Source: an optimization exercise on an open RTL-to-GDS flow (aim: small area and a short achievable clock period). Production flows keep margins and buffers that such runs may drop. In this exercise RTL edits were held to simulation tests only and were not proved equivalent to the original.

== run 1 ==
Design simple_ntt_core, start of the top module:
module simple_ntt_core #(
  parameter int data_width      = 32,
  parameter int max_buffer_size = 4,
  parameter int modulus         = 3329,
  parameter int root            = 1729
) (
  input  logic                               clk,
  input  logic                               reset,
  input  logic [data_width-1:0]              input_buffer0,
  input  logic [data_width-1:0]              input_buffer1,
  input  logic [data_width-1:0]              input_buffer2,
  input  logic [data_width-1:0]              input_buffer3,
  input  logic [$clog2(max_buffer_size)-1:0] index,
  output logic [data_width-1:0]              output_buffer
);
  logic [19:0] rs;
  logic [19:0] rt;
  logic [1:0] k_r;
  logic v_r;
  wire k0x = index[0];
  wire x1 = input_buffer2[0] ^ k0x;
  wire x2 = input_buffer2[1] ^ k0x;
  wire x3 = input_buffer2[2] ^ k0x;
  wire x4 = input_buffer2[3] ^ k0x;
  wire x5 = input_buffer2[4] ^ k0x;
  wire x6 = input_buffer2[5] ^ k0x;
  wire x7 = input_buffer2[6] ^ k0x;
  wire x8 = input_buffer2[7] ^ k0x;
  wire x9 = input_buffer2[8] ^ k0x;
  wire x10 = input_buffer2[9] ^ k0x;
  wire x11 = input_buffer2[10] ^ k0x;
  wire x12 = input_buffer2[11] ^ k0x;
  wire x13 = input_buffer2[12] ^ k0x;
  wire x14 = input_buffer2[13] ^ k0x;
  wire x15 = input_buffer2[14] ^ k0x;
  wire x16 = input_buffer2[15] ^ k0x;
  wire x17 = input_buffer2[16] ^ k0x;
  wire x18 = input_buffer2[17] ^ k0x;
  wire x19 = input_buffer2[18] ^ k0x;
  wire x20 = input_buffer2[19] ^ k0x;
  wire x21 = input_buffer2[20] ^ k0x;
  wire x22 = input_buffer2[21] ^ k0x;
  wire x23 = input_buffer2[22] ^ k0x;
  wire x24 = input_buffer2[23] ^ k0x;
  wire x25 = input_buffer2[24] ^ k0x;
  wire x26 = input_buffer2[25] ^ k0x;
  wire x27 = input_buffer2[26] ^ k0x;
  wire x28 = input_buffer2[27] ^ k0x;
  wire x29 = input_buffer2[28] ^ k0x;
  wire x30 = input_buffer2[29] ^ k0x;
  wire x31 = input_buffer2[30] ^ k0x;
  wire x32 = input_buffer2[31] ^ k0x;
  wire s33, c33;
  ntt_ha u33 (.a(input_buffer0[10]), .b(x11), .s(s33), .co(c33));
  wire s34, c34;
  ntt_fa u34 (.a(input_buffer0[11]), .b(x12), .c(c33), .s(s34), .co(c34));
  wire s35, c35;
  ntt_fa u35 (.a(input_buffer0[12]), .b(x13), .c(c34), .s(s35), .co(c35));
  wire s36, c36;
  ...
For scale: about 56 flip-flops, roughly 160 I/O pins, about 9800 sq um of cells after synthesis.
==> flow/config.mk <==
export PLATFORM = sky130hd
export DESIGN_NAME = simple_ntt_core
export DESIGN_NICKNAME = simple_ntt_core
export VERILOG_FILES = /design/flow/design.v
export SDC_FILE = /design/flow/constraint.sdc
export NUM_CORES = 4
export LEC_CHECK = 0
export CAP_MARGIN = 50
export CORE_MARGIN = 2
export CORE_UTILIZATION = 65
export CTS_BUF_LIST = sky130_fd_sc_hd__clkbuf_8
export PLACE_DENSITY = 0.75
export SLEW_MARGIN = 70
export SYNTH_HIERARCHICAL = 1
export SYNTH_MINIMUM_KEEP_SIZE = 0
==> flow/constraint.sdc <==
create_clock -name core_clock -period 55.0 [get_ports {clk}]
set_input_delay 11.0000 -clock core_clock [delete_from_list [all_inputs] [get_ports {clk}]]
set_output_delay 11.0000 -clock core_clock [all_outputs]
set_load 0.01 [all_outputs]
standard.sh (not shown) runs the stock make flow with config.mk's settings and CLKGATE_MAP_FILE= SYNTH_SCRIPT=/design/flow/synth_recipe.tcl, a recipe that flattens the netlist after the stock synthesis.
==> flow/flow/run.sh <==
#!/bin/bash
# The standard layout (standard.sh), except that the port buffers are
# made from the smallest buffer cell and the constant outputs share one tie cell.
export BUFFER_PORTS_ARGS="-buffer_cell sky130_fd_sc_hd__buf_1"
export SKIP_REPAIR_TIE_FANOUT=1
bash standard.sh > standard.log 2>&1
For run 2, these inputs were changed with respect to run 1:
diff --git a/flow/config.mk b/flow/config.mk
--- a/flow/config.mk
+++ b/flow/config.mk
@@ -7,3 +7,3 @@
 export LEC_CHECK = 0
-export CAP_MARGIN = 50
+export CAP_MARGIN = 20
 export CORE_MARGIN = 2
@@ -12,3 +12,3 @@
 export PLACE_DENSITY = 0.75
-export SLEW_MARGIN = 70
+export SLEW_MARGIN = 85
 export SYNTH_HIERARCHICAL = 1
[summary]
- When the final numbers for run 1 and run 2 were put side by side, the global-route met2 utilization turned out to be greater in run 2.
- Run 2 vs run 1, instance count: run 2 higher
- Worst hold slack after final layout (higher): run 1
- Share of the cycle needed by the critical path after routing: run 2 > run 1
- Run 2: all stages complete, timing, DRC and antenna checks passed
- For the wire length on met1, run 2 came in 7.4% higher than run 1 did.
- From run 1 to run 2 the numbers moved as follows: share of cell area taken by flip-flops and latches moved down, utilization moved up.
The inputs of run 3 differ from those of run 2 as listed below.
diff --git a/flow/config.mk b/flow/config.mk
--- a/flow/config.mk
+++ b/flow/config.mk
@@ -12,3 +12,3 @@
 export PLACE_DENSITY = 0.75
-export SLEW_MARGIN = 85
+export SLEW_MARGIN = 70
 export SYNTH_HIERARCHICAL = 1
--- outcome ---
- Run 3 | status: complete | timing, DRC, antenna: pass
- Going from run 2 to run 3, the via count was found to have gone down by 544.
- Per the comparison of run 3 with run 2, first-pass GRT wire length fell by about 14%; arrival time reported for the critical path endpoint fell by 0.45 ns; final critical-path share of the clock period fell by 0.80 points.


== oak ==
Another version of the RTL of simple_ntt_core (not shown whole).
Size in the first run: about 810 cells after synthesis, ~10000 sq um of cells after synthesis.
Settings: LEC_CHECK=0, CAP_MARGIN=20, CORE_MARGIN=2, CORE_UTILIZATION=40, CTS_BUF_LIST=sky130_fd_sc_hd__clkbuf_4, SLEW_MARGIN=20, SYNTH_HIERARCHICAL=1, SYNTH_MINIMUM_KEEP_SIZE=0; clock period 55.0 ns.
Scripts as last shown in full above: flow/flow/run.sh
oak has completed all stages; timing, DRC and antenna checks passed.
Modified inputs, pine compared to oak
==> flow/flow/run.sh <==
#!/bin/bash
# The standard layout (standard.sh), except that the port buffers are
# made from the smallest buffer cell, and timing repair aims for a setup
# slack of 40 ns (a 15 ns period) instead of 0.
export BUFFER_PORTS_ARGS="-buffer_cell sky130_fd_sc_hd__buf_1"
export SETUP_SLACK_MARGIN=40
bash standard.sh > standard.log 2>&1
Findings:
- pine reached the final stage; the timing, design-rule and antenna checks on its layout passed.
- Re post-layout worst setup margin: oak was lower than pine.
- On xor/xnor cell area share of the yosys netlist, pine tracks oak almost exactly.
- The run showing the greater fraction of layout instances using a drive strength above 1 is pine.
- Between pine and oak, it is pine whose share of the core filled with cells is higher, by 3.5 points.
- pine: maximum net fanout on the critical path 49 below oak
- Delta (pine minus oak): number of gates on the worst path with buffers counted up 2; cell count after synthesis flat.
- pine vs. oak: number of vias after detailed routing went up; critical path required time went up.
The following lists how birch was set up differently from pine:
==> flow/flow/run.sh <==
#!/bin/bash
# The standard layout (standard.sh), except that the port buffers are
# made from the smallest buffer cell instead of the one ORFS picks.
export BUFFER_PORTS_ARGS="-buffer_cell sky130_fd_sc_hd__buf_1"
bash standard.sh > standard.log 2>&1
Results
Taking pine as the reference, in birch count of plain and timing-repair buffers now sits lower; largest driver fanout on the critical path moved up. Measured against pine, the routed wire length of birch comes out at 0.947 times the reference value. birch closes out successfully: all stages finished, all timing, DRC and antenna checks passed.
#### Input delta (maple over birch)
# birch
export LEC_CHECK = 0
export CAP_MARGIN = 20
export CORE_MARGIN = 2
export CORE_UTILIZATION = 40
export CTS_BUF_LIST = sky130_fd_sc_hd__clkbuf_4
export SLEW_MARGIN = 20
export SYNTH_HIERARCHICAL = 1
export SYNTH_MINIMUM_KEEP_SIZE = 0
create_clock -name core_clock -period 55.0 [get_ports {clk}]
# maple
export LEC_CHECK = 0
export CAP_MARGIN = 20
export CORE_MARGIN = 2
export CORE_UTILIZATION = 40
export CTS_BUF_LIST = sky130_fd_sc_hd__clkbuf_4
export GPL_TIMING_DRIVEN = 1
export SLEW_MARGIN = 20
export SYNTH_HIERARCHICAL = 1
export SYNTH_MINIMUM_KEEP_SIZE = 0
create_clock -name core_clock -period 55.0 [get_ports {clk}]
==> flow/flow/run.sh <==
#!/bin/bash
# The standard layout (standard.sh), except that the port buffers are
# made from the smallest buffer cell and the constant outputs share one tie cell.
export BUFFER_PORTS_ARGS="-buffer_cell sky130_fd_sc_hd__buf_1"
export SKIP_REPAIR_TIE_FANOUT=1
bash standard.sh > standard.log 2>&1
## What came out
The fmax was comparable across maple and birch.
Of maple and birch, the run reporting the higher first-iteration DRC count was maple.
maple and birch all finish clean.
maple has more setup slack than birch.
Between maple and birch, utilization after layout is higher for birch, maple comes in under that.
birch and maple ended up with roughly the same ratio of final minimum period to clock period.

re-timing with driven ports:
The results above use ideal ports. As a check the final layouts listed here were re-extracted and re-timed, cells and wires unchanged. Step 1, drivers: a clkbuf_16 drives clk and a buf_2 each remaining input, both assumed. Step 2 adds t to the input delays and takes it off the output delays; t is the mean of the earliest and latest rising clock arrival at the registers after step 1. Input paths then give back, and output paths get back, about the clock's delay inside the block. Three values: ideal, step 1, step 2; two values: the first two.
run	shift t [ns]	setup WS [ns]	hold WS [ns]
run 1	0.358	39.382 / 39.374 / 39.016	0.734 / 0.734 / 0.734
run 2	0.357	38.941 / 38.916 / 38.559	0.656 / 0.656 / 0.656
run 3	0.358	39.382 / 39.374 / 39.016	0.734 / 0.734 / 0.734
oak	0.462	38.790 / 38.800 / 38.338	0.687 / 0.687 / 0.687
pine	0.468	39.809 / 39.764 / 39.297	0.696 / 0.696 / 0.696
birch	0.442	38.742 / 38.753 / 38.311	0.694 / 0.694 / 0.694
maple	0.462	38.790 / 38.800 / 38.338	0.687 / 0.687 / 0.687
After both steps every run listed still meets setup and hold. For pine, which loses most, drivers alone change the setup slack by -0.045 ns; drivers and shift together by -0.512 ns.
